What follows belongs to an exercise in optimizing a design on an open flow for a short achievable clock period and few clock cycles; a production flow would make more cautious choices. Function was checked by simulation only, so behaviour that the tests miss may differ from the original. Power and IR drop assume default switching activity.

`flow/run.sh`:
```
#!/bin/bash
# synth_recipe.tcl (not shown) runs the flow's synth.tcl, then flattens the netlist and writes it again
# the make line also repeats each setting of config.mk as NAME=value (left out here)
make -C /OpenROAD-flow-scripts/flow DESIGN_CONFIG=/design/flow/config.mk WORK_HOME=/design/flow/orfs CLKGATE_MAP_FILE= SYNTH_SCRIPT=/design/flow/synth_recipe.tcl finish
```
`flow/config.mk`:
```
export PLATFORM = sky130hd
export DESIGN_NAME = lc3b_core
export DESIGN_NICKNAME = lc3b_core
export VERILOG_FILES = /design/flow/design.v
export SDC_FILE = /design/flow/constraint.sdc
export NUM_CORES = 4
export LEC_CHECK = 0
export CAP_MARGIN = 20
export CORE_MARGIN = 2
export CORE_UTILIZATION = 40
export SLEW_MARGIN = 20
export SYNTH_MEMORY_MAX_BITS = 8192
```
`flow/constraint.sdc`:
```
create_clock -name core_clock -period 8.0 [get_ports {clk}]
set_input_delay 1.6000 -clock core_clock [delete_from_list [all_inputs] [get_ports {clk}]]
set_output_delay 1.6000 -clock core_clock [all_outputs]
set_load 0.01 [all_outputs]
```
`flow/design.v`:
```
package lc3b_pkg;
typedef union packed {
    struct packed {
        logic [3:0] opcode;
        logic [2:0] dr;
        logic [2:0] sr1;
        logic       imm;           
        logic [4:0] tail;          
    } opr;
    struct packed {
        logic [3:0] opcode;
        logic [2:0] dr;            
        logic [2:0] base;
        logic [5:0] offset6;
    } mem;
} lc3b_instr_t;
function automatic logic [2:0] lc3b_nzp(input logic [16-1:0] value);
    logic [2:0] cc;
    if (value[16-1])
        cc = 3'b100;
    else if (value == '0)
        cc = 3'b010;
    else
        cc = 3'b001;
    lc3b_nzp = cc;
endfunction
endpackage
`timescale 1ns/10ps
module lc3b_regfile
(
    input  logic                            clk,
    input  logic                            rst,
    input  logic [$clog2(8)-1:0]   rd_addr1,
    input  logic [$clog2(8)-1:0]   rd_addr2,
    output logic [16-1:0]         rd_data1,
    output logic [16-1:0]         rd_data2,
    input  logic                            wr_en,
    input  logic [$clog2(8)-1:0]   wr_addr,
    input  logic [16-1:0]         wr_data
);
logic [16-1:0] regs [8];
always_ff @(posedge clk)
begin
    if (rst)
    begin
        for (int i = 0; i < 8; i++)
            regs[i] <= '0;
    end
    else if (wr_en)
        regs[wr_addr] <= wr_data;
end
assign rd_data1 = regs[rd_addr1];
assign rd_data2 = regs[rd_addr2];
endmodule
`timescale 1ns/10ps
module lc3b_decode
(
    input  logic                        clk,
    input  logic                        rst,
    input  logic                        instr_valid,
    input  logic [16-1:0]     instr,
    output logic                        instr_ready,
    output logic [2:0]                  rd_addr1,
    output logic [2:0]                  rd_addr2,
    input  logic [16-1:0]     rd_data1,
    input  logic [16-1:0]     rd_data2,
    input  logic                        ex_stall,
    input  logic                        ex_valid,
    input  logic [2:0]                  ex_dr,
    input  logic                        ex_load_regfile,
    input  logic                        mem_hz_valid,
    input  logic [2:0]                  mem_hz_dr,
    input  logic                        mem_hz_load,
    output logic                        de_valid,
    output lc3b_pkg::lc3b_instr_t       de_instr,
    output logic [16-1:0]     de_npc,
    output logic [16-1:0]     de_sr1_val,
    output logic [16-1:0]     de_sr2_val,
    output logic                        de_load_regfile,
    output logic                        de_load_cc,
    output logic                        de_mem_read,
    output logic                        de_mem_write,
    output logic                        de_indirect,
    output logic                        de_addr_sel,
    output logic                        de_use_imm
);
logic [16-1:0] pc;
logic d_valid;
logic sr1_used;
logic sr2_used;
logic src1_hit;
logic src2_hit;
logic dep_stall;
always_ff @(posedge clk)
begin
    if (rst)
    begin
        pc <= 16'h3000;
        d_valid <= 1'b0;
    end
    else if (instr_ready)
    begin
        d_valid <= instr_valid;                  
        if (instr_valid)
            pc <= pc + 16'd2;
    end
end
always_ff @(posedge clk)
begin
    if (instr_ready && instr_valid)
    begin
        de_instr <= instr;
        de_npc <= pc + 16'd2;
    end
end
assign rd_addr1 = de_instr.opr.sr1;              
always_comb
begin
    de_load_regfile = 1'b0;
    de_load_cc = 1'b0;
    de_mem_read = 1'b0;
    de_mem_write = 1'b0;
    de_indirect = 1'b0;
    de_addr_sel = 1'b0;
    de_use_imm = 1'b0;
    sr1_used = 1'b0;
    sr2_used = 1'b0;
    rd_addr2 = de_instr.opr.tail[2:0];
    case (de_instr.opr.opcode)
        4'b0001, 4'b0101:
        begin
            de_load_regfile = 1'b1;
            de_load_cc = 1'b1;
            de_use_imm = de_instr.opr.imm;
            sr1_used = 1'b1;
            sr2_used = !de_instr.opr.imm;
        end
        4'b1001, 4'b1101:
        begin
            de_load_regfile = 1'b1;
            de_load_cc = 1'b1;
            sr1_used = 1'b1;
        end
        4'b1110:
            de_load_regfile = 1'b1;              
        4'b0110, 4'b1010:
        begin
            de_load_regfile = 1'b1;
            de_load_cc = 1'b1;
            de_mem_read = 1'b1;
            de_indirect = (de_instr.mem.opcode == 4'b1010);
            de_addr_sel = 1'b1;
            sr1_used = 1'b1;
        end
        4'b0111, 4'b1011:
        begin
            de_mem_write = 1'b1;
            de_indirect = (de_instr.mem.opcode == 4'b1011);
            de_addr_sel = 1'b1;
            sr1_used = 1'b1;
            sr2_used = 1'b1;
            rd_addr2 = de_instr.mem.dr;
        end
        default: ;
    endcase
end
assign de_sr1_val = rd_data1;
assign de_sr2_val = rd_data2;
assign src1_hit = (ex_valid && ex_load_regfile && ex_dr == rd_addr1)
               || (mem_hz_valid && mem_hz_load && mem_hz_dr == rd_addr1);
assign src2_hit = (ex_valid && ex_load_regfile && ex_dr == rd_addr2)
               || (mem_hz_valid && mem_hz_load && mem_hz_dr == rd_addr2);
assign dep_stall = d_valid && ((sr1_used && src1_hit) || (sr2_used && src2_hit));
assign de_valid = d_valid && !dep_stall;         
assign instr_ready = !(dep_stall || ex_stall);
endmodule
`timescale 1ns/10ps
module lc3b_execute
(
    input  logic                        clk,
    input  logic                        rst,
    input  logic                        de_valid,
    input  lc3b_pkg::lc3b_instr_t       de_instr,
    input  logic [16-1:0]     de_npc,
    input  logic [16-1:0]     de_sr1_val,
    input  logic [16-1:0]     de_sr2_val,
    input  logic                        de_load_regfile,
    input  logic                        de_load_cc,
    input  logic                        de_mem_read,
    input  logic                        de_mem_write,
    input  logic                        de_indirect,
    input  logic                        de_addr_sel,
    input  logic                        de_use_imm,
    input  logic                        mem_stall,
    output logic                        ex_stall,
    output logic                        ex_valid,
    output logic [2:0]                  ex_dr,
    output logic [16-1:0]     ex_result,
    output logic [16-1:0]     ex_address,
    output logic [16-1:0]     ex_store_data,
    output logic                        ex_load_regfile,
    output logic                        ex_load_cc,
    output logic                        ex_mem_read,
    output logic                        ex_mem_write,
    output logic                        ex_indirect
);
logic [16-1:0] imm5_sext;
logic [16-1:0] off6_adj;
logic [16-1:0] off9_adj;
logic [16-1:0] addr_base;
logic [16-1:0] addr_off;
logic [16-1:0] adder_out;
logic [16-1:0] alu_b;
logic [16-1:0] alu_out;
logic [3:0] shf_count;
assign imm5_sext = {{(16-5){de_instr.opr.tail[4]}}, de_instr.opr.tail};
assign off6_adj = {{(16-7){de_instr.mem.offset6[5]}}, de_instr.mem.offset6, 1'b0};
assign off9_adj = {{(16-10){de_instr[8]}}, de_instr[8:0], 1'b0};
assign addr_base = de_addr_sel ? de_sr1_val : de_npc;
assign addr_off = de_addr_sel ? off6_adj : off9_adj;
assign adder_out = addr_base + addr_off;
assign alu_b = de_use_imm ? imm5_sext : de_sr2_val;
assign shf_count = de_instr.opr.tail[3:0];
always_comb
begin
    case (de_instr.opr.opcode)
        4'b0001: alu_out = de_sr1_val + alu_b;
        4'b0101: alu_out = de_sr1_val & alu_b;
        4'b1001: alu_out = ~de_sr1_val;
        4'b1101:
        begin
            if (!de_instr.opr.tail[4])
                alu_out = de_sr1_val << shf_count;
            else if (!de_instr.opr.imm)
                alu_out = de_sr1_val >> shf_count;
            else
                alu_out = $signed(de_sr1_val) >>> shf_count;
        end
        default: alu_out = adder_out;            
    endcase
end
always_ff @(posedge clk)
begin
    if (rst)
    begin
        ex_valid <= 1'b0;
        ex_load_regfile <= 1'b0;
        ex_load_cc <= 1'b0;
        ex_mem_read <= 1'b0;
        ex_mem_write <= 1'b0;
        ex_indirect <= 1'b0;
    end
    else if (!mem_stall)
    begin
        ex_valid <= de_valid;
        ex_load_regfile <= de_valid && de_load_regfile;
        ex_load_cc <= de_valid && de_load_cc;
        ex_mem_read <= de_valid && de_mem_read;
        ex_mem_write <= de_valid && de_mem_write;
        ex_indirect <= de_valid && de_indirect;
    end
end
always_ff @(posedge clk)
begin
    if (!mem_stall)
    begin
        ex_dr <= de_instr.opr.dr;
        ex_result <= alu_out;
        ex_address <= adder_out;
        ex_store_data <= de_sr2_val;
    end
end
assign ex_stall = mem_stall;                     
endmodule
`timescale 1ns/10ps
module lc3b_mem_stage
(
    input  logic                        clk,
    input  logic                        rst,
    input  logic                        ex_valid,
    input  logic [2:0]                  ex_dr,
    input  logic [16-1:0]     ex_result,
    input  logic [16-1:0]     ex_address,
    input  logic [16-1:0]     ex_store_data,
    input  logic                        ex_load_regfile,
    input  logic                        ex_load_cc,
    input  logic                        ex_mem_read,
    input  logic                        ex_mem_write,
    input  logic                        ex_indirect,
    output logic                        mem_stall,
    output logic                        mem_hz_valid,
    output logic [2:0]                  mem_hz_dr,
    output logic                        mem_hz_load,
    output logic                        rf_wr_en,
    output logic [2:0]                  rf_wr_addr,
    output logic [16-1:0]     rf_wr_data,
    output logic                        wb_valid,
    output logic [2:0]                  wb_dr,
    output logic [16-1:0]     wb_data,
    output logic [2:0]                  wb_cc
);
logic m_valid;
logic m_load_regfile;
logic m_load_cc;
logic m_mem_read;
logic m_mem_write;
logic m_indirect;
logic [2:0] m_dr;
logic [16-1:0] m_result;
logic [16-1:0] m_address;
logic [16-1:0] m_store_data;
logic [16-1:0] dmem [2**8];
logic [8-1:0] word_addr;
logic [16-1:0] rd_word;
logic commit;
always_ff @(posedge clk)
begin
    if (rst)
    begin
        m_valid <= 1'b0;
        m_load_regfile <= 1'b0;
        m_load_cc <= 1'b0;
        m_mem_read <= 1'b0;
        m_mem_write <= 1'b0;
        m_indirect <= 1'b0;
    end
    else if (mem_stall)
        m_indirect <= 1'b0;                      
    else
    begin
        m_valid <= ex_valid;
        m_load_regfile <= ex_load_regfile;
        m_load_cc <= ex_load_cc;
        m_mem_read <= ex_mem_read;
        m_mem_write <= ex_mem_write;
        m_indirect <= ex_indirect;
    end
end
always_ff @(posedge clk)
begin
    if (mem_stall)
        m_address <= rd_word;                    
    else
    begin
        m_dr <= ex_dr;
        m_result <= ex_result;
        m_address <= ex_address;
        m_store_data <= ex_store_data;
    end
end
assign word_addr = m_address[8:1];
assign rd_word = dmem[word_addr];
assign mem_stall = m_valid && m_indirect;
always_ff @(posedge clk)
begin
    if (m_mem_write && !mem_stall)
        dmem[word_addr] <= m_store_data;
end
assign commit = m_load_regfile && !mem_stall;
assign rf_wr_en = commit;                        
assign rf_wr_addr = m_dr;
assign rf_wr_data = m_mem_read ? rd_word : m_result;
always_ff @(posedge clk)
begin
    if (rst)
    begin
        wb_valid <= 1'b0;
        wb_cc <= 3'b010;
    end
    else
    begin
        wb_valid <= commit;
        if (commit && m_load_cc)
            wb_cc <= lc3b_pkg::lc3b_nzp(rf_wr_data);
    end
end
always_ff @(posedge clk)
begin
    if (commit)
    begin
        wb_dr <= m_dr;
        wb_data <= rf_wr_data;
    end
end
assign mem_hz_valid = m_valid;
assign mem_hz_dr = m_dr;
assign mem_hz_load = m_load_regfile;
endmodule
`timescale 1ns/10ps
module lc3b_core
(
    input  logic                        clk,
    input  logic                        rst,
    input  logic                        instr_valid,
    input  logic [16-1:0]     instr,
    output logic                        instr_ready,
    output logic                        wb_valid,
    output logic [2:0]                  wb_dr,
    output logic [16-1:0]     wb_data,
    output logic [2:0]                  wb_cc
);
logic [2:0] rd_addr1;
logic [2:0] rd_addr2;
logic [16-1:0] rd_data1;
logic [16-1:0] rd_data2;
logic rf_wr_en;
logic [2:0] rf_wr_addr;
logic [16-1:0] rf_wr_data;
logic de_valid;
logic [16-1:0] de_instr;
logic [16-1:0] de_npc;
logic [16-1:0] de_sr1_val;
logic [16-1:0] de_sr2_val;
logic de_load_regfile;
logic de_load_cc;
logic de_mem_read;
logic de_mem_write;
logic de_indirect;
logic de_addr_sel;
logic de_use_imm;
logic ex_stall;
logic ex_valid;
logic [2:0] ex_dr;
logic [16-1:0] ex_result;
logic [16-1:0] ex_address;
logic [16-1:0] ex_store_data;
logic ex_load_regfile;
logic ex_load_cc;
logic ex_mem_read;
logic ex_mem_write;
logic ex_indirect;
logic mem_stall;
logic mem_hz_valid;
logic [2:0] mem_hz_dr;
logic mem_hz_load;
lc3b_decode lc3b_decode_i
(
    .clk, .rst,
    .instr_valid, .instr, .instr_ready,
    .rd_addr1, .rd_addr2, .rd_data1, .rd_data2,
    .ex_stall, .ex_valid, .ex_dr, .ex_load_regfile,
    .mem_hz_valid, .mem_hz_dr, .mem_hz_load,
    .de_valid, .de_instr (de_instr), .de_npc, .de_sr1_val, .de_sr2_val,
    .de_load_regfile, .de_load_cc, .de_mem_read, .de_mem_write,
    .de_indirect, .de_addr_sel, .de_use_imm
);
lc3b_regfile lc3b_regfile_i
(
    .clk, .rst,
    .rd_addr1, .rd_addr2, .rd_data1, .rd_data2,
    .wr_en   (rf_wr_en),
    .wr_addr (rf_wr_addr),
    .wr_data (rf_wr_data)
);
lc3b_execute lc3b_execute_i
(
    .clk, .rst,
    .de_valid, .de_instr (de_instr), .de_npc, .de_sr1_val, .de_sr2_val,
    .de_load_regfile, .de_load_cc, .de_mem_read, .de_mem_write,
    .de_indirect, .de_addr_sel, .de_use_imm,
    .mem_stall, .ex_stall,
    .ex_valid, .ex_dr, .ex_result, .ex_address, .ex_store_data,
    .ex_load_regfile, .ex_load_cc, .ex_mem_read, .ex_mem_write, .ex_indirect
);
lc3b_mem_stage lc3b_mem_stage_i
(
    .clk, .rst,
    .ex_valid, .ex_dr, .ex_result, .ex_address, .ex_store_data,
    .ex_load_regfile, .ex_load_cc, .ex_mem_read, .ex_mem_write, .ex_indirect,
    .mem_stall, .mem_hz_valid, .mem_hz_dr, .mem_hz_load,
    .rf_wr_en, .rf_wr_addr, .rf_wr_data,
    .wb_valid, .wb_dr, .wb_data, .wb_cc
);
endmodule
```
==> reports/results.txt <==
DP Area = 184,000 um^2
synth unique cells = 89
Worst slew margin = 0.130
share of layout cells above drive strength 1 = 0.270
final estimated routing congestion in global placement = 0.946
initial antenna violation count = 23
post-synthesis mux area share = 0.156
Die Wd = 662 um
Critical Path RT = 8.92 ns
endpoints failing hold = 0
largest net degree at the start of global routing = 213
met2 wire len = 249,000 um
Synth area leaders = edfxtp_1 (75%), mux4_2 (13%), mux2i_1 (1.7%)
vias post-DR = 92,833
drt total wl = 548,000 um
WP data arrival = 7.99 ns
WL per Instance = 36.5 um
crit-path max FO = 40
M1 WL = 205,000 um
outcome = finished clean
max_cap viols = 0
Yosys warnings = 4
design area = 198,000 um^2
fin. max-slew vios = 0
HP Class = flop to flop
CP startpoint = lc3b_mem_stage_i.m_address[2]
RSZ-0062 raised after global routing = false
Worst path slowest cell = nor3_1
min cycle time layout = 7.07 ns
Pwr Total = 57.9 mW
vias in the first global route = 90,075
Post-CTS Resized = 0
Top Metal Used = met5
Synth Net Count = 8,476
FFs w/ async S/R, synth = 0
Crit. End Element = flop
DRC viols = 0
post-synth top area cell = edfxtp_1
Post-CTS Hold Buffers = 0
post-synthesis simple-gate area fraction = 0.0310
critical path class = flop to flop
I/O pin count = 43
# rows = 241
cell area after synthesis = 173,000 um^2
Synth Area in Adders = 0.00247
first-pass GRT wire length = 748,000 um
count leader, synth = edfxtp_1
Buffers on Ports = 42
CTS tree = yes
Most common cell on crit path = o22ai_1
Clock Skew = 0.0869 ns
Layout area overhead = 14.0%
post-DR vias/cell = 6.19
number of H-tree levels = 5
CORE AREA = 431,000 um^2
period utilization = 0.884
Synth Area in XOR/XNOR = 0.00318
Global Route Usage Sum = 0.246
initial core utilization = 0.402
P_leak = 62.8 nW
met3 wire length = 65,900 um
clock buffer count from CTS = 436
HPWL Detailed = 344,000 um
largest family of logic cells by synthesized area = multiplexers
Max Freq = 0.141 GHz
FF-to-FF End = lc3b_mem_stage_i.wb_cc[0]
worst path cell trace = buf_12 > buf_4 > mux4_2 > a22o_1 > a221oi_1 > o22ai_1 > nor3_1 > o22ai_1 > or3b_2 > mux2i_4 > nand4_1 > or4_1 > a32o_1
total gr overflow = 0
Yosys reg bits = 4,395
Synth top area share = 0.754
Startpoint Class = flop
PwrDens = 293 nW/um^2
CP max stage delay = 1.01 ns
clock sinks = 4,395
Clock transition at path regs = 0.06 ns
drt pass-1 iters = 9
Setup Total Neg Slack = 0 ns
reg-to-reg slack, setup = 0.93 ns
Clk Latency, worst-skew pair = 1.07 ns
Peak VDD IR = 0.000209 V
syn avg cell area = 20.6 um^2
r2r startpoint = lc3b_mem_stage_i.m_address[2]
final antenna-violating net count = 0
Slew @ Worst Pin = 1.30 ns
complex-gate fraction of the synthesized area = 0.0328
synthesized instance count = 8,424
nets = 8,964
Clock Tree Root = clkbuf_16
clk buf depth = 4
DIE AREA = 439,000 um^2
DR iter-0 viols = 14,855
register area share after synthesis = 0.759
setup bufs post-CTS = 0
critical path endpoint = lc3b_mem_stage_i.wb_cc[0]
Post-synth EDFFs = 4,352
die height = 662 um
Top FF cell, synth = edfxtp_1
Final Setup Violations = 0
Reg2Reg Depth = 13
Synth top cells by count = edfxtp_1 (4,352), mux4_2 (1,034), nor2_1 (518)
## layout by cell type, fill, tap and decap left out, types with 15 or more instances in the layout
| master | netlist | routed |
|---|---|---|
| a211oi_1 | 27 | 26 |
| a21oi_1 | 137 | 135 |
| a221oi_1 | 60 | 58 |
| a22o_1 | 43 | 43 |
| a22oi_1 | 196 | 196 |
| a31oi_1 | 18 | 18 |
| a32oi_1 | 18 | 18 |
| and3_1 | 36 | 36 |
| buf_12 | 0 | 38 |
| buf_4 | 39 | 466 |
| bufinv_16 | 0 | 40 |
| clkbuf_1 | 214 | 100 |
| clkbuf_16 | 0 | 436 |
| clkdlybuf4s50_1 | 0 | 42 |
| clkinv_1 | 0 | 103 |
| clkinv_2 | 0 | 70 |
| dfxtp_1 | 43 | 33 |
| diode_2 | 0 | 15 |
| edfxtp_1 | 4352 | 4352 |
| ha_1 | 31 | 31 |
| inv_1 | 49 | 44 |
| mux2_2 | 69 | 69 |
| mux2i_1 | 289 | 284 |
| mux4_2 | 1034 | 1034 |
| nand2_1 | 294 | 282 |
| nand2b_1 | 25 | 16 |
| nand3_1 | 100 | 96 |
| nand4_1 | 37 | 37 |
| nor2_1 | 518 | 333 |
| nor2_2 | 0 | 165 |
| nor2_4 | 1 | 21 |
| nor2b_1 | 39 | 35 |
| nor3_1 | 38 | 33 |
| nor4_1 | 20 | 17 |
| o211ai_1 | 20 | 20 |
| o21ai_0 | 79 | 78 |
| o22ai_1 | 72 | 72 |
| xnor2_1 | 27 | 27 |
| xor2_1 | 36 | 36 |
## worst min-delay path by stage
stage | startpoint | cells after the start | slack [ns] | endpoint
after global placement | lc3b_execute_i.ex_store_data[13] | 0 | 0.40 | lc3b_mem_stage_i.m_store_data[13]
after CTS | lc3b_execute_i.ex_result[6] | 0 | 0.37 | lc3b_mem_stage_i.m_result[6]
after detailed placement | lc3b_execute_i.ex_store_data[13] | 0 | 0.41 | lc3b_mem_stage_i.m_store_data[13]
after global routing | lc3b_execute_i.ex_store_data[10] | 0 | 0.39 | lc3b_mem_stage_i.m_store_data[10]
final | lc3b_execute_i.ex_result[6] | 0 | 0.39 | lc3b_mem_stage_i.m_result[6]
after floorplan | lc3b_execute_i.ex_result[0] | 0 | 0.40 | lc3b_mem_stage_i.m_result[0]
## registers in the layout (all words and copies together) (netlist names), 3 cells and up, named ones only
register	count
lc3b_execute_i.ex_result	16
lc3b_mem_stage_i.wb_data	16
lc3b_mem_stage_i.wb_cc	3
lc3b_execute_i.ex_address	8
lc3b_mem_stage_i.m_address	8
lc3b_mem_stage_i.dmem	4096
lc3b_decode_i.pc	15
lc3b_mem_stage_i.m_store_data	16
lc3b_mem_stage_i.m_result	16
lc3b_regfile_i.regs	128
lc3b_mem_stage_i.m_dr	3
lc3b_execute_i.ex_dr	3
lc3b_decode_i.de_instr	16
lc3b_mem_stage_i.wb_dr	3
lc3b_decode_i.de_npc	15
lc3b_execute_i.ex_store_data	16
## layer usage
metal | global-route usage | up-vias
met3 | 0.0682 | 1135
li1 | - | 36118
met1 | 0.332 | 49586
met4 | 0.106 | 4
met2 | 0.377 | 5990
met5 | 0 | -
## logic make-up after synthesis
logic type,Yosys count
DFF,4395
xor gates and xnor gates,63
AOI/OAI and AO/OA,797
muxes,1394
and+or+nand+nor,1186
buffers and inverters,556
adders and majority gates,33
## area by class of cell
type	instances	area (um^2)
clock buffer	538	11300
tap	5710	7140
fill	35803	233000
inverter	50	198
timing repair buffer	556	4880
antenna	15	37.5
multi-input combinational	3473	39900
sequential	4395	132000
clock inverter	259	2680
## power breakdown
part / leakage (nW) / internal (mW) / switching (mW)
sequential: 40.2 / 26.1 / 0.341
combinational: 15.8 / 3.59 / 7.63
clock: 6.78 / 11.4 / 8.89
total: 62.8 / 41.1 / 16.9
## worst max-delay path: cells and delay by family (launching register included)
kind,cells,cell delay [ns]
flops,1,0.98
mux,2,0.70
buf+inv,2,0.81
compound gates,5,1.89
simple gates,4,2.40
## stage by stage
step / hold WS, ns / worst slack (ns) / utilization / cells
floorplan: 0.400 / 2.67 / - / 8424
global placement: 0.402 / 1.04 / 0.425 / 14175
detailed placement: 0.405 / 1.11 / 0.426 / 14179
CTS: 0.372 / 1.13 / 0.458 / 14976
global route: 0.386 / 1.03 / 0.458 / 14982
finish: 0.389 / 0.926 / 0.459 / 14996
Testbench counts, summed over its fixed seeds: cycles 53,335.

separate check: timing with driven ports:
The results above use ideal ports. As a check the final layout listed here was re-extracted and re-timed, cells and wires unchanged. Step 1: set_driving_cell puts a clkbuf_16 on clk and a buf_2 on each other input, an assumption about the parent block. Step 2 moves the port delays by t, midway between the first and last clock arrival at a register: inputs arrive t later, outputs are due t later. That takes back most of the time a late clock gives input paths. Slacks: ideal / step 1 / step 2; pairs: ideal / step 1.
t, ns: 1.124
setup slack, ns: 0.926 / 0.926 / 0.926
worst data-port slew with drivers (ns): 0.04
After both steps setup and hold are still met in this run. The setup slack of this run moves by 0.000 ns with the drivers and by 0.000 ns with both steps.
